Background: an optimization exercise with open tools, aiming at small area, a short achievable clock period and few clock cycles per item. Do not read the settings as production practice.
The RTL was checked by simulation tests, not by an equivalence proof against the original design.
Power is estimated from default activity; no workload was simulated.

<file path="design/flow/config.mk">
export PLATFORM = sky130hd
export DESIGN_NAME = soc_axi_regfile
export DESIGN_NICKNAME = soc_axi_regfile
export VERILOG_FILES = /design/flow/design.v
export SDC_FILE = /design/flow/constraint.sdc
export NUM_CORES = 4
export LEC_CHECK = 0
export CAP_MARGIN = 20
export CORE_MARGIN = 2
export CORE_UTILIZATION = 55
export CTS_CLUSTER_DIAMETER = 60
export CTS_CLUSTER_SIZE = 30
export GPL_TIMING_DRIVEN = 0
export PLACE_DENSITY = 0.7
export SETUP_SLACK_MARGIN = 1.9
export SLEW_MARGIN = 20
</file>
<file path="design/flow/constraint.sdc">
create_clock -name core_clock -period 4.0 [get_ports {aclk}]
set_input_delay 0.8000 -clock core_clock [delete_from_list [all_inputs] [get_ports {aclk}]]
set_output_delay 0.8000 -clock core_clock [all_outputs]
set_load 0.01 [all_outputs]
</file>
<file path="design/flow/design.v">
`default_nettype none
module soc_axi_regfile #(
  parameter int TAGW      = 16,
  parameter int MEM_BYTES = 64,
  parameter int NUM_LOG   = 2,
  parameter int ADDRW     = 13
) (
  input  logic                   aclk,
  input  logic                   rst,
  input  logic                   arvalid,
  output logic                   arready,
  input  logic [31:0]            araddr,
  input  logic [TAGW-1:0]        arid,
  input  logic [7:0]             arlen,
  input  logic [1:0]             arburst,
  input  logic [2:0]             arsize,
  output logic                   rvalid,
  input  logic                   rready,
  output logic [31:0]            rdata,
  output logic [1:0]             rresp,
  output logic [TAGW-1:0]        rid,
  output logic                   rlast,
  input  logic                   awvalid,
  output logic                   awready,
  input  logic [31:0]            awaddr,
  input  logic [TAGW-1:0]        awid,
  input  logic [7:0]             awlen,
  input  logic [1:0]             awburst,
  input  logic [2:0]             awsize,
  input  logic                   wvalid,
  output logic                   wready,
  input  logic [31:0]            wdata,
  input  logic [3:0]             wstrb,
  input  logic                   wlast,
  output logic                   bvalid,
  input  logic                   bready,
  output logic [1:0]             bresp,
  output logic [TAGW-1:0]        bid,
  input  logic [31:0]            gpio_in,
  output logic [31:0]            gpio_out,
  output logic [31:0]            pauser,
  output logic [255:0]           cptra_obf_key,
  input  logic [8*NUM_LOG-1:0]   log_char,
  input  logic [NUM_LOG-1:0]     log_empty,
  input  logic [NUM_LOG-1:0]     log_full,
  output logic [NUM_LOG-1:0]     log_rd
);
  localparam int          NW            = MEM_BYTES / 4;    
  localparam int          WAW           = ADDRW - 2;        
  localparam int          MWW           = $clog2(NW);
  localparam logic [1:0]  C_BURST_FIXED = 2'b00;
  localparam logic [1:0]  C_BURST_WRAP  = 2'b10;
  localparam logic [WAW-1:0] C_LOG_WBASE = WAW'(32'h1000 >> 2);
  logic w_unused;
  assign w_unused = ^{araddr[31:ADDRW], araddr[1:0], awaddr[31:ADDRW], awaddr[1:0], wlast};
  logic [NW-1:0][31:0] mem_q;    
  localparam int DW = NW + 2 * NUM_LOG + 1;
  function automatic logic [DW-1:0] rdec(input logic [WAW-1:0] a, input logic bad);
    logic [NW-1:0]      sel;
    logic [NUM_LOG-1:0] ld, ls;
    logic               ok;
    sel = '0; ld = '0; ls = '0; ok = 1'b0;
    if (!bad) begin
      if (a[WAW-1:MWW] == '0) begin
        ok = 1'b1;
        sel[a[MWW-1:0]] = 1'b1;
      end
      for (int n = 0; n < NUM_LOG; n++) begin
        if (a[WAW-1:1] == (C_LOG_WBASE[WAW-1:1] | (WAW-1)'(n))) begin
          ok = 1'b1;
          if (a[0]) ls[n] = 1'b1;
          else      ld[n] = 1'b1;
        end
      end
    end
    rdec = {ok, ls, ld, sel};
  endfunction
  logic            rh_v_q;
  logic [WAW-1:0]  rh_addr_q;
  logic [7:0]      rh_rem_q;
  logic            rh_last_q;
  logic            rh_fixed_q;
  logic            rh_bad_q;
  logic [TAGW-1:0] rh_id_q;
  logic [NW-1:0]   rh_sel_q;
  logic [NUM_LOG-1:0] rh_ld_q, rh_ls_q;
  logic            rh_ok_q;
  logic            ar_free_q, ar_last_q;
  logic            rvalid_q;
  logic [31:0]     rdata_q;
  logic            rerr_q;
  logic [TAGW-1:0] rid_q;
  logic            rlast_q;
  logic [NUM_LOG-1:0] rpop_q;
  logic            ar_hs;
  logic            ar_bad;
  logic            ar_fixed;
  logic            r_free;
  logic            r_gen;
  logic            r_adv;
  logic [31:0]     r_data;
  logic [NUM_LOG-1:0] r_pop;
  logic            r_block;
  logic [DW-1:0]   r_dec_nxt;    
  logic [DW-1:0]   r_dec_new;    
  logic [WAW-1:0]  r_addr_nxt;
  assign arready  = ar_free_q | (ar_last_q & rready);
  assign ar_hs    = arvalid & arready;
  assign ar_bad   = (arsize != 3'd2) || (arburst == C_BURST_WRAP);
  assign ar_fixed = (arburst == C_BURST_FIXED);
  assign r_free   = ~rvalid_q | rready;
  always_comb begin
    r_data = 32'h0;
    for (int w = 0; w < NW; w++) begin
      if (w == 2) r_data = r_data | ({32{rh_sel_q[w]}} & gpio_in);
      else        r_data = r_data | ({32{rh_sel_q[w]}} & mem_q[w]);
    end
    r_block = 1'b0;
    for (int n = 0; n < NUM_LOG; n++) begin
      r_data[8:0] = r_data[8:0] | ({9{rh_ld_q[n]}} & {~log_empty[n], log_char[8*n +: 8]});
      r_data[1:0] = r_data[1:0] | ({2{rh_ls_q[n]}} & {log_full[n], log_empty[n]});
      r_pop[n]    = rh_ld_q[n] & ~log_empty[n];
      r_block     = r_block | (rh_ld_q[n] & rvalid_q & rpop_q[n]);
    end
  end
  assign r_gen      = rh_v_q & r_free & ~r_block;
  assign r_adv      = ~rh_v_q | (r_gen & rh_last_q);    
  assign r_addr_nxt = rh_fixed_q ? rh_addr_q : rh_addr_q + WAW'(1);
  logic r_at_top, r_at_logm1;
  logic [2*NUM_LOG-1:0] r_lw, r_lw_nxt;
  logic [NW-1:0] r_sel_nxt;
  assign r_at_top   = ~rh_bad_q & (rh_addr_q == '1);
  assign r_at_logm1 = ~rh_bad_q & (rh_addr_q == C_LOG_WBASE - WAW'(1));
  always_comb begin
    for (int n = 0; n < NUM_LOG; n++) begin
      r_lw[2*n]   = rh_ld_q[n];
      r_lw[2*n+1] = rh_ls_q[n];
    end
    r_lw_nxt  = {r_lw[2*NUM_LOG-2:0], r_at_logm1};
    r_sel_nxt = {rh_sel_q[NW-2:0], r_at_top};
    if (rh_fixed_q) begin
      r_dec_nxt = {rh_ok_q, rh_ls_q, rh_ld_q, rh_sel_q};
    end else begin
      r_dec_nxt[NW-1:0] = r_sel_nxt;
      for (int n = 0; n < NUM_LOG; n++) begin
        r_dec_nxt[NW+n]         = r_lw_nxt[2*n];
        r_dec_nxt[NW+NUM_LOG+n] = r_lw_nxt[2*n+1];
      end
      r_dec_nxt[DW-1] = (rh_ok_q & ~rh_sel_q[NW-1] & ~r_lw[2*NUM_LOG-1]) | r_at_top | r_at_logm1;
    end
  end
  assign r_dec_new  = rdec(araddr[ADDRW-1:2], ar_bad);
  logic rh_v_d, rh_last_d, rvalid_d, r_block_d;
  logic [NUM_LOG-1:0] rh_ld_d, rpop_d;
  always_comb begin
    if (r_adv) begin
      rh_v_d    = ar_hs;
      rh_last_d = (arlen == 8'h0);
      rh_ld_d   = r_dec_new[NW +: NUM_LOG];
    end else if (r_gen) begin
      rh_v_d    = 1'b1;
      rh_last_d = (rh_rem_q == 8'h1);
      rh_ld_d   = r_dec_nxt[NW +: NUM_LOG];
    end else begin
      rh_v_d    = 1'b1;
      rh_last_d = rh_last_q;
      rh_ld_d   = rh_ld_q;
    end
    rvalid_d  = r_free ? r_gen : rvalid_q;
    rpop_d    = r_gen ? r_pop : (r_free ? '0 : rpop_q);
    r_block_d = rvalid_d & |(rh_ld_d & rpop_d);
  end
  always_ff @(posedge aclk) begin
    if (rst) begin
      rh_v_q    <= 1'b0;
      ar_free_q <= 1'b1;
      ar_last_q <= 1'b0;
      rvalid_q  <= 1'b0;
      rpop_q    <= '0;
    end else begin
      rh_v_q    <= rh_v_d;
      ar_free_q <= ~rh_v_d | (rh_last_d & ~rvalid_d & ~r_block_d);
      ar_last_q <= rh_v_d & rh_last_d & ~r_block_d;
      rvalid_q  <= rvalid_d;
      rpop_q    <= rpop_d;
    end
  end
  always_ff @(posedge aclk) begin
    rh_last_q <= rh_last_d;
    if (r_adv) begin
      {rh_ok_q, rh_ls_q, rh_ld_q, rh_sel_q} <= r_dec_new;
      rh_addr_q  <= araddr[ADDRW-1:2];
      rh_rem_q   <= arlen;
      rh_fixed_q <= ar_fixed;
      rh_bad_q   <= ar_bad;
      rh_id_q    <= arid;
    end else if (r_gen) begin
      rh_rem_q  <= rh_rem_q - 8'h1;
      rh_addr_q <= r_addr_nxt;
      {rh_ok_q, rh_ls_q, rh_ld_q, rh_sel_q} <= r_dec_nxt;
    end
    if (r_gen) begin
      rdata_q <= r_data;
      rerr_q  <= ~rh_ok_q;
      rid_q   <= rh_id_q;
      rlast_q <= rh_last_q;
    end
  end
  logic            wh_v_q;
  logic [WAW-1:0]  wh_addr_q;
  logic [7:0]      wh_rem_q;
  logic            wh_last_q;
  logic            wh_ok_q;        
  logic            wh_fixed_q;
  logic            wh_bad_q;
  logic            wh_err_q;
  logic [TAGW-1:0] wh_id_q;
  logic            aw_free_q, aw_last_q;
  logic            wready_q;
  logic            bvalid_q;
  logic            berr_q;
  logic [TAGW-1:0] bid_q;
  logic            aw_hs;
  logic            aw_bad;
  logic            aw_fixed;
  logic            w_hs;
  logic            w_adv;
  logic            w_wr;
  logic            wh_v_d, wh_last_d, bvalid_d;
  logic [7:0]      wh_rem_d;
  logic [WAW-1:0]  w_addr_nxt;
  assign awready    = aw_free_q | (aw_last_q & wvalid);
  assign aw_hs      = awvalid & awready;
  assign aw_bad     = (awsize != 3'd2) || (awburst == C_BURST_WRAP);
  assign aw_fixed   = (awburst == C_BURST_FIXED);
  assign w_hs       = wvalid & wready_q;
  assign w_adv      = ~wh_v_q | (w_hs & wh_last_q);
  assign w_wr       = w_hs & wh_ok_q;
  assign w_addr_nxt = wh_addr_q + WAW'(1);
  always_comb begin
    if (w_adv) begin
      wh_v_d    = aw_hs;
      wh_rem_d  = awlen;
      wh_last_d = (wh_rem_d == 8'h0);
    end else begin
      wh_v_d    = wh_v_q;
      wh_rem_d  = w_hs ? wh_rem_q - 8'h1 : wh_rem_q;
      wh_last_d = w_hs ? (wh_rem_q == 8'h1) : wh_last_q;
    end
    bvalid_d = (bvalid_q & ~bready) | (w_hs & wh_last_q);
  end
  always_ff @(posedge aclk) begin
    if (rst) begin
      wh_v_q    <= 1'b0;
      aw_free_q <= 1'b1;
      aw_last_q <= 1'b0;
      wready_q  <= 1'b0;
      bvalid_q  <= 1'b0;
    end else begin
      wh_v_q    <= wh_v_d;
      aw_free_q <= ~wh_v_d;
      aw_last_q <= wh_v_d & wh_last_d & ~bvalid_d;
      wready_q  <= wh_v_d & (~wh_last_d | ~bvalid_d);
      bvalid_q  <= bvalid_d;
    end
  end
  always_ff @(posedge aclk) begin
    wh_rem_q  <= wh_rem_d;
    wh_last_q <= wh_last_d;
    if (w_adv) begin
      wh_err_q <= 1'b0;
      wh_addr_q  <= awaddr[ADDRW-1:2];
      wh_ok_q    <= ~aw_bad & (awaddr[ADDRW-1:MWW+2] == '0);
      wh_fixed_q <= aw_fixed;
      wh_bad_q   <= aw_bad;
      wh_id_q    <= awid;
    end else if (w_hs) begin
      wh_err_q <= wh_err_q | ~wh_ok_q;
      if (!wh_fixed_q) begin
        wh_addr_q <= w_addr_nxt;
        wh_ok_q   <= ~wh_bad_q & ((wh_ok_q & (wh_addr_q[MWW-1:0] != '1)) | (wh_addr_q == '1));
      end
    end
    if (w_hs & wh_last_q) begin
      berr_q <= wh_err_q | ~wh_ok_q;
      bid_q  <= wh_id_q;
    end
  end
  logic [31:0] w_lane;
  logic [3:0]  w_go;
  assign w_lane = rst ? 32'h0 : wdata;
  assign w_go   = {4{w_wr}} & wstrb;
  for (genvar gw = 0; gw < NW; gw++) begin : g_word
    if (gw == 2) begin : g_hole
      assign mem_q[gw] = 32'h0;
    end else begin : g_store
      logic [31:0] word_q;
      for (genvar gb = 0; gb < 4; gb++) begin : g_byte
        logic en;
        assign en = rst | (w_go[gb] & (wh_addr_q[MWW-1:0] == MWW'(gw)));
        always_ff @(posedge aclk) begin
          if (en) word_q[8*gb +: 8] <= w_lane[8*gb +: 8];
        end
      end
      assign mem_q[gw] = word_q;
    end
  end
  assign rvalid   = rvalid_q;
  assign rdata    = rdata_q;
  assign rresp    = {rerr_q, 1'b0};
  assign rid      = rid_q;
  assign rlast    = rlast_q;
  assign log_rd   = {NUM_LOG{rvalid_q & rready & ~rst}} & rpop_q;
  assign wready   = wready_q;
  assign bvalid   = bvalid_q;
  assign bresp    = {berr_q, 1'b0};
  assign bid      = bid_q;
  assign gpio_out = mem_q[0];
  assign pauser   = mem_q[3];
  for (genvar gi = 0; gi < 8; gi++) begin : g_key
    assign cptra_obf_key[32*gi +: 32] = mem_q[8+gi];
  end
endmodule
`default_nettype wire
</file>
<file path="design/flow/flow/run.sh">
#!/bin/bash
# Standard ORFS layout; only the port buffers use a small plain buffer cell.
set -euo pipefail
export BUFFER_PORTS_ARGS="-buffer_cell sky130_fd_sc_hd__buf_1"
bash standard.sh > flow.log 2>&1
</file>
<file path="design/flow/standard.sh">
#!/bin/bash
# synth_recipe.tcl (not shown) runs the flow's synth.tcl, then flattens the netlist and writes it again
# the make line also repeats each setting of config.mk as NAME=value (left out here)
make -C /OpenROAD-flow-scripts/flow DESIGN_CONFIG=/design/flow/config.mk WORK_HOME=/design/flow/orfs CLKGATE_MAP_FILE= SYNTH_SCRIPT=/design/flow/synth_recipe.tcl "${@:-finish}"
</file>
==> results of run 1 <==
==> power groups by stage <==
| stage | Sequential, W | Clock [W] | Combinational (W) |
|---|---|---|---|
| 2_1_floorplan | 0.00854 | 0 | 0.000843 |
| 5_1_grt | 0.00841 | 0.00509 | 0.00225 |
| 4_1_cts | 0.00837 | 0.00485 | 0.00200 |
| 3_3_place_gp | 0.00851 | 0 | 0.00181 |
| 3_5_place_dp | 0.00853 | 0 | 0.00187 |
| 6_report | 0.00838 | 0.00486 | 0.00218 |
==> area by class of cell <==
cell class                 count  area [um^2]
sequential                   657        19600
fill                        3072        13700
multi-input combinational    727         6000
timing repair buffer         635         3220
clock buffer                  41         1030
tap                          600          751
buffer                        89          588
clock inverter                33          482
inverter                      21         86.3
antenna                        3         7.51
==> cell usage in the layout (no fill, tap or decap), types with 10 or more instances in the layout <==
cell	netlist	final
o21ai_0	42	41
nor2_1	27	27
nor2b_1	39	22
buf_4	6	33
a22o_1	133	133
nand4_1	36	36
clkbuf_2	0	18
a221oi_1	120	116
inv_1	19	18
nand3_1	15	14
a22oi_1	29	29
xor2_1	13	13
dfxtp_1	16	15
clkbuf_16	0	43
ha_1	13	13
clkbuf_4	0	27
xnor2_1	19	19
o21bai_4	0	52
buf_1	8	557
clkbuf_1	68	19
nor2b_2	0	16
nand2_1	76	73
and3_1	19	17
nor4_1	10	10
buf_12	0	40
edfxtp_1	641	641
buf_2	5	16
==> kinds of logic after synthesis <==
group | after synthesis
AO/OA/AOI/OAI | 418
XOR/XNOR | 32
adder cells (fa/ha/maj) | 13
buffers and inverters | 110
flip-flops | 657
multiplexers | 3
other | 1
AND/OR/NAND/NOR | 258
==> stage by stage <==
stage | area (um^2) | util, % | total power, W | instances | hold slack [ps]
final | 31700 | 69.9 | 0.0154 | 2806 | 356
after global routing | 31700 | 69.9 | 0.0157 | 2805 | 355
after CTS | 30900 | 68.2 | 0.0152 | 2766 | 337
after detailed placement | 28500 | 62.8 | 0.0104 | 2665 | 405
after global placement | 28200 | 62.2 | 0.0103 | 2658 | 401
after floorplan | 25400 | - | 0.00938 | 1493 | 400
==> state kept, by name (all words and copies together) (netlist names), 2 cells and up <==
register / count
rdata_q: 32
rh_ld_q: 2
g_word.g_store.word_q: 480
rh_addr_q: 11
rh_id_q: 16
rh_sel_q: 16
bid_q: 16
wh_rem_q: 8
rpop_q: 2
rid_q: 16
wh_addr_q: 11
rh_rem_q: 8
rh_ls_q: 2
wh_id_q: 16
==> what timing repair did <==
| action | 4_1_cts | 5_1_grt |
|---|---|---|
| pin swaps | 21 | 24 |
| hold endpoints to repair | 0 | 0 |
| setup endpoints to repair | 474 | 743 |
| cloned | 0 | 1 |
| setup buffers | 27 | 36 |
| resized for setup | 142 | 71 |
==> path summary, 6_finish.rpt <==
check	from	end	cells after the start
worst max register to register	wh_addr_q[1]	g_word[13].g_store.word_q[15]	4
worst min-delay path	arid[1]	rh_id_q[1]	1
worst min register to register	wh_id_q[2]	bid_q[2]	0
worst max-delay path	wh_addr_q[1]	g_word[13].g_store.word_q[15]	4
==> critical path, cell delays in order, from the launching register on <==
cell      delay [ps]
edfxtp_1         460
inv_1            150
ha_1             260
nand3_1          380
o21bai_2         700
==> routing by layer <==
metal | wire (um) | track usage [%] | part of all wire [%]
met5 | 39 | 0 | 0.040
met4 | 5350 | 18.8 | 5.5
met3 | 13400 | 12.0 | 14
met2 | 45500 | 61.8 | 47
met1 | 33500 | 50.8 | 34
==> metrics.md, run 1 <==
| Metric | Value |
|---|---|
| Most used DFF post-synth | `edfxtp_1` |
| Synth Register Bits | `657` |
| Reg clk slew, reported paths | `110 ps` |
| Clk_skew | `21.5 ps` |
| Maximum vdd ir drop | `0.409 mV` |
| Initial antenna violation count | `5` |
| Latest clock arrival within the worst-skew pair | `600 ps` |
| PD cells | `486 nW/um^2` |
| XOR/XNOR Fraction of Synth Area | `1.11%` |
| Sw frac | `29.1%` |
| Slew margin rel. | `29.7%` |
| Multiplexer share of the synthesized area | `0.129%` |
| Share of cells above drive strength 1 | `14.8%` |
| P_int | `0.0109 W` |
| CTS tree | `built` |
| Fmax | `432 MHz` |
| Setup tns final | `0 ps` |
| Synth Area in Compound Gates | `13.2%` |
| Clock Sinks | `657` |
| Synth warn | `1` |
| Logic pwr share | `14.2%` |
| GP Congestion | `0.975` |
| Post-route DRC | `0` |
| Core area | `45400 um^2` |
| Fin nets | `2402` |
| Top post-synthesis cells by area | `edfxtp_1 (76%), a22o_1 (4.6%), a221oi_1 (4.2%)` |
| Vias in the first global route | `17725` |
| Pre-CTS setup slack | `641 ps` |
| Final setup vio count | `0` |
| Hold Crit Class | `in2reg` |
| Syn Area/Cell | `16.9 um^2` |
| Global-route wire length before repair | `130000 um` |
| Iteration-0 DRC Markers | `3126` |
| Worst setup margin | `1690 ps` |
| DRT Pass-1 Iters | `6` |
| Slew Limit Fails | `0` |
| DR WL/cell | `34.9 um` |
| Clock tree buffer depth | `3` |
| Number of distinct library cells after synthesis | `61` |
| Crit-path max FO | `8` |
| Post-DR vias/cell | `6.69` |
| Flop2flop setup slack | `1690 ps` |
| Die Ht | `218 um` |
| Vias | `18771` |
| Final Hold Viols | `0` |
| Post-route ant nets | `0` |
| Setup CP Type | `reg2reg` |
| DIE WIDTH | `218 um` |
| Top-count cell post-synth | `edfxtp_1` |
| Global Route Usage Sum | `39.5%` |
| Synth Instances | `1492` |
| Port buffer count | `565` |
| Top-area cell type share of the netlist area | `76.2%` |
| Total CTS buffers | `40` |
| Tightest Pin Transition | `1050 ps` |
| Startpoint Class | `flip-flop` |
| Register area share after synthesis | `77.5%` |
| Max_cap viols | `0` |
| Post-Route WL | `97800 um` |
| Initial Util | `55.6%` |
| Post-synth top area cell | `edfxtp_1` |
| CTS root buffer | `clkbuf_16` |
| RSZ-0062 raised after global routing | `yes` |
| Synth async-reset ratio | `0%` |
| Total gr overflow | `0` |
| Die area | `47600 um^2` |
| Most frequent cells after synthesis | `edfxtp_1 (641), a22o_1 (133), a221oi_1 (120)` |
| Post-synth EDFFs | `641` |
| Reg power frac | `54.3%` |
| Synth Area in Simple Gates | `5.54%` |
| Crit. End Element | `flip-flop` |
| Cts hold-fix bufs | `0` |
| Clock Power Share | `31.5%` |
| Outcome | `timing/DRC/antenna clean` |
| Critical Path RT | `4240 ps` |
| Std cell rows | `78` |
| H-tree Lvls | `2` |
| Period utilization | `57.8%` |
| Syn Std Cell Area | `25200 um^2` |
| WP data arrival | `2550 ps` |
| Post-DP HPWL | `65400 um` |
| Leak Pwr | `10.9 nW` |
| # IOs | `614` |
| Largest family of logic cells by synthesized area | `compound AO/OA/AOI/OAI gates` |
| Largest net degree at the start of global routing | `31` |
| Final Critical Period | `2310 ps` |
| Area delta synth->final | `25.7%` |
| Adder-Cell Fraction of Synth Area | `0.644%` |
| Switching Power | `0.00448 W` |
Testbench counts, summed over its fixed seeds: cycles 11,332, items 2,560.
==> run 2, diff against run 1 <==
--- a/design/flow/config.mk
+++ b/design/flow/config.mk
@@ -6,4 +6,5 @@
 export NUM_CORES = 4
 export LEC_CHECK = 0
+export ABC_CLOCK_PERIOD_IN_PS = 2000
 export CAP_MARGIN = 20
 export CORE_MARGIN = 2
@@ -11,5 +12,4 @@
 export CTS_CLUSTER_DIAMETER = 60
 export CTS_CLUSTER_SIZE = 30
-export GPL_TIMING_DRIVEN = 0
 export PLACE_DENSITY = 0.7
 export SETUP_SLACK_MARGIN = 1.9
==> run 2 against run 1 <==
Effect of this change: still clean on timing, DRC and antenna; sequential share of layout area is 2.8 points higher; critical path depth is 1 lower; via count is 4.8% lower; largest cell class unchanged.
==> metrics.md, run 2 <==
| Metric | Value |
|---|---|
| Outcome | `timing/DRC/antenna clean` |
| Post-synth EDFFs | `641 (unchanged)` |
| Setup CP Type | `in2out` |
| Global-route wire length before repair | `118000 um (-8.8%)` |
| DP Area | `28400 um^2 (-0.13%)` |
| DRT Pass-1 Iters | `6 (unchanged)` |
| DR WL/cell | `30.9 um (-11%)` |
| Top post-synthesis cells by area | `edfxtp_1 (76%), a22o_1 (4.6%), a221oi_1 (4.2%)` |
| Std cell rows | `78 (unchanged)` |
| Latest clock arrival within the worst-skew pair | `610 ps (about the same)` |
| Tightest Pin Transition | `1200 ps (+144 ps)` |
| Vias in the first global route | `17178 (-3.1%)` |
| Fin nets | `2360 (-1.7%)` |
| CTS tree | `built` |
| Total gr overflow | `0 (unchanged)` |
| Fmax | `470 MHz (+8.6%)` |
| Final Hold Viols | `0 (unchanged)` |
| Area delta synth->final | `20.3%` |
| Synth Register Bits | `657 (unchanged)` |
| FF-to-FF Start | `wh_addr_q[2]` |
| Post-synth top area cell | `edfxtp_1` |
| Maximum vdd ir drop | `0.691 mV (+69%)` |
| # IOs | `614 (unchanged)` |
| Slew Limit Fails | `0 (unchanged)` |
| Final Critical Period | `2130 ps (-183 ps)` |
| Cell count of the worst hold path | `1 (unchanged)` |
| Crit. End Element | `output port` |
| Top reg by flops | `g_word.g_store.word_q` |
| FILL cells | `3251 (+5.8%)` |
| Iteration-0 DRC Markers | `2733 (-13%)` |
| Die Ht | `218 um (unchanged)` |
| Crit-path max FO | `4 (-4)` |
| Global Route Usage Sum | `35.2% (-4.3 points)` |
| Post-Route WL | `85400 um (-13%)` |
| Setup tns final | `0 ps (unchanged)` |
| Initial Util | `55.6% (unchanged)` |
| Core Util, Final | `66.9% (-3.0 points)` |
| Syn Std Cell Area | `25200 um^2 (unchanged)` |
| GP Congestion | `0.896 (-8.1%)` |
| Hold Crit Class | `in2reg` |
| WP data arrival | `1330 ps (-1220 ps)` |
| Clock tree buffer depth | `3 (unchanged)` |
| Share of cells above drive strength 1 | `10.8% (-4.0 points)` |
| Largest registers | `g_word.g_store.word_q x480, rdata_q x32` |
| Largest register FFs | `480 (unchanged)` |
| Worst hold slack | `357 ps (+0.347 ps)` |
| Post-route DRC | `0 (unchanged)` |
| Cts hold-fix bufs | `0 (unchanged)` |
| Die area | `47600 um^2 (unchanged)` |
| Most used DFF post-synth | `edfxtp_1` |
| PD cells | `497 nW/um^2 (+2.3%)` |
| Post-DP HPWL | `56000 um (-14%)` |
| Power, Total | `0.0151 W (-2.0%)` |
| Most frequent cells after synthesis | `edfxtp_1 (641), a22o_1 (133), a221oi_1 (120)` |
| Startpoint Class | `primary input` |
| Most common cell after layout, fill and taps aside | `edfxtp_1` |
| Critical Path RT | `3200 ps (-1040 ps)` |
| R2R depth | `4 (unchanged)` |
| Post-route cell area | `30400 um^2 (-4.2%)` |
| Max_cap viols | `0 (unchanged)` |
| Reg clk slew, reported paths | `100 ps (about the same)` |
| Number of distinct library cells after synthesis | `61 (unchanged)` |
| Top-area cell type share of the netlist area | `76.2% (unchanged)` |
| Hold Crit Endpoint | `rh_id_q[1]` |
| Post-route ant nets | `0 (unchanged)` |
| Final setup vio count | `0 (unchanged)` |
| CTS root buffer | `clkbuf_16` |
| Top-count cell post-synth | `edfxtp_1` |
| Slew margin rel. | `20.0% (-9.6 points)` |
| Total CTS buffers | `40 (unchanged)` |
| Synth Instances | `1492 (unchanged)` |
| Most frequent cells in the layout | `edfxtp_1 (641), buf_1 (557), a22o_1 (133)` |
| Synth async-reset ratio | `0% (unchanged)` |
| DIE WIDTH | `218 um (unchanged)` |
| Register area share after synthesis | `77.5% (unchanged)` |
| Reg2reg end | `g_word[11].g_store.word_q[12]` |
| H-tree Lvls | `2 (unchanged)` |
| Post-DR vias/cell | `6.47 (-3.3%)` |
| Core area | `45400 um^2 (unchanged)` |
| Initial antenna violation count | `6 (+1)` |
| Flop2flop setup slack | `1920 ps (+230 ps)` |
| Hold_sp | `arid[1]` |
| Period utilization | `53.2% (-4.6 points)` |
| Leak Pwr | `10.4 nW (-4.6%)` |
| Largest net degree at the start of global routing | `86 (+180%)` |
| Clk_skew | `24.4 ps (+2.96 ps)` |
| Syn Area/Cell | `16.9 um^2 (unchanged)` |
| RSZ-0062 raised after global routing | `yes` |
| Clock Sinks | `657 (unchanged)` |
| Synth warn | `1 (unchanged)` |
| Port buffer count | `568 (+0.53%)` |
| Vias | `17878 (-4.8%)` |
[run 2: changes by cell type in the layout (fill, tap and decap cells not counted), moves of 15 or more]
cell,delta
clkbuf_4,-26
nor2b_2,-15
nor2b_1,+15
clkbuf_1,-18
o21bai_4,-51
buf_4,+74
o21bai_1,+53
buf_12,-36
[run 2: power breakdown]
group / total (W) / internal [W] / switching, W
Combinational: 0.00186 / 0.000604 / 0.00126
Sequential: 0.00836 / 0.00809 / 0.000268
Clock: 0.00489 / 0.00225 / 0.00264
Total: 0.0151 / 0.0109 / 0.00416
[run 2: how the worst max path moves through the flow]
stage                from                           to  slack [ps]  cells after the start
3_3_place_gp       wvalid  g_word[4].g_store.word_q[9]         990                      4
4_1_cts        rh_ld_q[0]                    ar_last_q        1880                      6
6_report              rst                    log_rd[1]        1870                      3
5_1_grt          rvalid_q                    log_rd[1]        1840                      2
2_1_floorplan      wvalid  g_word[1].g_store.word_q[0]        1830                      4
3_5_place_dp       wvalid  g_word[4].g_store.word_q[9]         950                      4
[run 2: repair_timing]
item	4_1_cts	5_1_grt
cloned	1	0
setup endpoints to repair	179	67
pin swaps	3	4
setup buffers	29	5
resized for setup	23	17
[run 2: cell families (layout without fill, tap and decap cells)]
| family | Yosys count | after routing | share of synthesized area, % |
|---|---|---|---|
| multiplexers | 3 | 3 | 0.129 |
| AND/OR/NAND/NOR | 258 | 258 | 5.54 |
| buffers and inverters | 110 | 777 | 1.83 |
| XOR/XNOR | 32 | 32 | 1.11 |
| other | 1 | 6 | 0.0149 |
| adder cells (fa/ha/maj) | 13 | 13 | 0.644 |
| flip-flops | 657 | 657 | 77.5 |
| AO/OA/AOI/OAI | 418 | 419 | 13.2 |
[run 2: critical path, stage by stage]
cell	delay (ps)
clkbuf_16	140
and4b_1	260
buf_6	120
[run 2: cell type report]
cell class,count,area [um^2],share of cell area (%)
Antenna cell,4,10.0,0.0330
Clock buffer,43,1050,3.47
Clock inverter,31,457,1.50
Inverter,21,88.8,0.292
Multi-Input combinational cell,727,5340,17.6
Sequential cell,657,19600,64.5
Tap cell,600,751,2.47
Timing Repair Buffer,682,3100,10.2
[run 2: routing by layer]
| layer | wire length (um) | track usage, % | vias up |
|---|---|---|---|
| li1 | - | - | 7384 |
| met1 | 31300 | 47.3 | 8898 |
| met2 | 39900 | 55.2 | 1403 |
| met3 | 11000 | 9.66 | 189 |
| met4 | 3080 | 13.3 | 4 |
| met5 | 27 | 0 | - |
[run 2: stage by stage]
stage	setup WS, ps	cells
after floorplan	1830	1493
after global placement	989	2651
after detailed placement	954	2652
after CTS	1880	2756
after global routing	1840	2765
final	1870	2765
==> run 3, diff against run 2 <==
==> design/flow/flow/run.sh (replaced) <==
#!/bin/bash
# Standard ORFS layout; only the port buffers use a small plain buffer cell.
set -euo pipefail
export BUFFER_PORTS_ARGS="-buffer_cell sky130_fd_sc_hd__buf_2"
bash standard.sh > flow.log 2>&1
==> run 3 against run 2 <==
Effect of this change: fmax is 0.97% higher; critical path depth decreased by 2; synthesized area unchanged; wire length grew 1.3%; count of clock-buffer cells in the layout decreased by 4; sequential power is essentially flat; critical endpoint is now pauser[5]; worst setup slack better by 21 ps; utilization increased by 1.3 points; design area increased by 1.9%; worst hold slack got worse by 0.93 ps.
==> metrics.md, run 3 <==
| Metric | Value |
|---|---|
| Slew margin rel. | `19.7% (-0.34 points)` |
| DR WL/cell | `31.3 um (+1.4%)` |
| Worst path cell trace | `buf_2` |
| Synth warn | `1 (unchanged)` |
| H-tree Lvls | `2 (unchanged)` |
| RSZ-0062 raised after global routing | `yes` |
| Most frequent cells in the layout | `edfxtp_1 (641), buf_2 (565), a22o_1 (133)` |
| Port buffer count | `568 (unchanged)` |
| DRT Pass-1 Iters | `6 (unchanged)` |
| GP Congestion | `0.878 (-2.0%)` |
| Synth Instances | `1492 (unchanged)` |
| Setup CP Type | `reg2out` |
| Post-synth top area cell | `edfxtp_1` |
| Tightest Pin Transition | `1200 ps (+5.07 ps)` |
| Global-route wire length before repair | `120000 um (+1.3%)` |
| Top-area cell type share of the netlist area | `76.2% (unchanged)` |
| Worst hold slack | `356 ps (-0.929 ps)` |
| R2R depth | `6 (+2)` |
| Crit path launch | `g_word[3].g_store.word_q[5]` |
| Critical Path RT | `3200 ps (about the same)` |
| PD cells | `482 nW/um^2 (-3.0%)` |
| Post-DP HPWL | `56500 um (+1.0%)` |
| CP delay by family, top | `flip-flops` |
| Clock tree buffer depth | `3 (unchanged)` |
| Outcome | `timing/DRC/antenna clean` |
| WP data arrival | `1310 ps (-20 ps)` |
| Post-route DRC | `0 (unchanged)` |
| Synth Register Bits | `657 (unchanged)` |
| Share of cells above drive strength 1 | `36.5% (+26 points)` |
| # IOs | `614 (unchanged)` |
| Slew Limit Fails | `0 (unchanged)` |
| Post-route ant nets | `0 (unchanged)` |
| CP peak stage delay | `510 ps (+250 ps)` |
| Initial Util | `55.6% (unchanged)` |
| Largest net degree at the start of global routing | `36 (-58%)` |
| Vias | `17951 (+0.41%)` |
| Cell count of the worst hold path | `1 (unchanged)` |
| Post-Route WL | `86500 um (+1.3%)` |
| Period utilization | `52.7% (-0.51 points)` |
| Post-DR vias/cell | `6.50 (+0.52%)` |
| Initial antenna violation count | `8 (+2)` |
| Startpoint Class | `flip-flop` |
| Iteration-0 DRC Markers | `2654 (-2.9%)` |
| Maximum vdd ir drop | `0.441 mV (-36%)` |
| Area delta synth->final | `22.6%` |
| Reg clk slew, reported paths | `100 ps (about the same)` |
| Std cell rows | `78 (unchanged)` |
| Levels on crit path | `1 (-2)` |
| Cts hold-fix bufs | `0 (unchanged)` |
| Hold_sp | `awid[11]` |
| Clock Sinks | `657 (unchanged)` |
| Hold Crit Class | `in2reg` |
| Fmax | `474 MHz (+0.97%)` |
| Vias in the first global route | `17245 (+0.39%)` |
| Most common cell after layout, fill and taps aside | `edfxtp_1` |
| FF-to-FF Start | `rh_ld_q[0]` |
| Latest clock arrival within the worst-skew pair | `620 ps (about the same)` |
| Crit. End Element | `output port` |
| Setup tns final | `0 ps (unchanged)` |
| Clk_skew | `31.9 ps (+7.44 ps)` |
| Die area | `47600 um^2 (unchanged)` |
| CTS tree | `built` |
| Core Util, Final | `68.2% (+1.3 points)` |
| Final Hold Viols | `0 (unchanged)` |
| Critical path's slowest cell | `edfxtp_1` |
| Syn Area/Cell | `16.9 um^2 (unchanged)` |
| Fin nets | `2357 (-0.13%)` |
| Power, Total | `0.0149 W (-1.2%)` |
| Core area | `45400 um^2 (unchanged)` |
| Most frequent cells after synthesis | `edfxtp_1 (641), a22o_1 (133), a221oi_1 (120)` |
| Largest registers | `g_word.g_store.word_q x480, rdata_q x32` |
| Total CTS buffers | `39 (-2.5%)` |
| Global Route Usage Sum | `35.6% (+0.40 points)` |
| Die Ht | `218 um (unchanged)` |
| Synth async-reset ratio | `0% (unchanged)` |
| Top post-synthesis cells by area | `edfxtp_1 (76%), a22o_1 (4.6%), a221oi_1 (4.2%)` |
| Total gr overflow | `0 (unchanged)` |
| Crit path buf inv count | `1 (-1)` |
| Number of distinct library cells after synthesis | `61 (unchanged)` |
| Top reg by flops | `g_word.g_store.word_q` |
| Leak Pwr | `12.0 nW (+15%)` |
| Most used DFF post-synth | `edfxtp_1` |
| Syn Std Cell Area | `25200 um^2 (unchanged)` |
| Register area share after synthesis | `77.5% (unchanged)` |
| CTS root buffer | `clkbuf_16` |
| Largest register FFs | `480 (unchanged)` |
| DIE WIDTH | `218 um (unchanged)` |
| Final Critical Period | `2110 ps (-20.5 ps)` |
| Top-count cell post-synth | `edfxtp_1` |
| Max_cap viols | `0 (unchanged)` |
| Final setup vio count | `0 (unchanged)` |
| Crit-path max FO | `2 (-2)` |
| Post-synth EDFFs | `641 (unchanged)` |
run 3: cell counts after synthesis:
Identical to the previous run, type by type.
run 3: layout make-up:
| type | count | area [um^2] |
|---|---|---|
| sequential | 657 | 19600 |
| tap | 600 | 751 |
| clock inverter | 32 | 420 |
| fill | 3185 | 14400 |
| timing repair buffer | 679 | 3760 |
| inverter | 21 | 86.3 |
| clock buffer | 39 | 976 |
| antenna | 6 | 15.0 |
| multi-input combinational | 728 | 5350 |
run 3: metrics by stage:
stage / setup WS (ps) / std cells / area (um^2)
2_1_floorplan: 1830 / 1493 / 25400
4_1_cts: 1900 / 2751 / 30900
3_5_place_dp: 954 / 2656 / 29200
5_1_grt: 1850 / 2760 / 30900
3_3_place_gp: 980 / 2655 / 29100
6_report: 1890 / 2762 / 30900
run 3: worst register-to-register path: stages, from the launching register on:
cell and delay (ps):
dfxtp_2 450, a22oi_1 370, a21oi_4 160, buf_4 180, nor2b_4 140, buf_12 120
buf_4 350
run 3: kinds of logic after synthesis:
| group | share of synthesized area (%) |
|---|---|
| and+or+nand+nor | 5.54 |
| AOI/OAI and AO/OA | 13.2 |
| other | 0.0149 |
| buffers and inverters | 1.83 |
| DFF | 77.5 |
| adders and majority gates | 0.644 |
| muxes | 0.129 |
| xor gates and xnor gates | 1.11 |
run 3: what timing repair did:
item	4_1_cts	5_1_grt
hold endpoints to repair	0	0
buffers inserted	22	4
gates cloned	2	1
endpoints found under the setup margin	190	43
pin swaps	1	3
gates resized for setup	26	5
run 3: final timing paths:
check                           slack, ps     endpoint
worst max register to register       1900     rid_q[1]
worst max-delay path                 1890    pauser[5]
worst min-delay path                  360  wh_id_q[11]
worst min register to register        420    rid_q[14]
run 3: power by group:
part / switching [W] / internal [W] / total (W)
Combinational: 0.00126 / 0.000677 / 0.00193
Clock: 0.00262 / 0.00202 / 0.00464
Sequential: 0.000269 / 0.00809 / 0.00836
Total: 0.00414 / 0.0108 / 0.0149
run 3: metal layers:
layer,GRT usage [%],routed length [um],vias to the layer above
li1,-,-,7383
met1,47.8,31900,9029
met2,56.8,41000,1329
met3,8.41,10100,202
met4,13.8,3410,8
met5,0,57,-

==> separate check: timing with driven ports <==
The flow's constraints put no driver on any port. The routed layouts listed below were extracted and timed again, unchanged, in two steps.
Step 1 (the two cells are an assumption about what drives the block):
set clk [get_ports {aclk}]
set_driving_cell -lib_cell sky130_fd_sc_hd__clkbuf_16 $clk
set_driving_cell -lib_cell sky130_fd_sc_hd__buf_2 [delete_from_list [all_inputs] $clk]
Step 2 times the ports against the registers' clock, not the clock port: input delays grow and output delays shrink by t, the midpoint of the rising clock arrivals with the driver on.
a / b / c = no drivers / after step 1 / after step 2; a / b = the first two.
run | t, ns | setup WS [ns] | worst setup path at the end | worst slew at a driven data input, ns | cell pins on the clock port's net
run 1 | 0.657 | 1.687 / 1.678 / 1.157 | input to register | 0.12 | 1
run 2 | 0.657 | 1.870 / 1.824 / 1.286 | input to register | 0.14 | 1
run 3 | 0.662 | 1.891 / 1.805 / 1.237 | input to register | 0.16 | 1
After both steps every run listed still meets setup and hold. For run 3, which loses most, drivers alone change the setup slack by -0.086 ns; drivers and shift together by -0.654 ns.
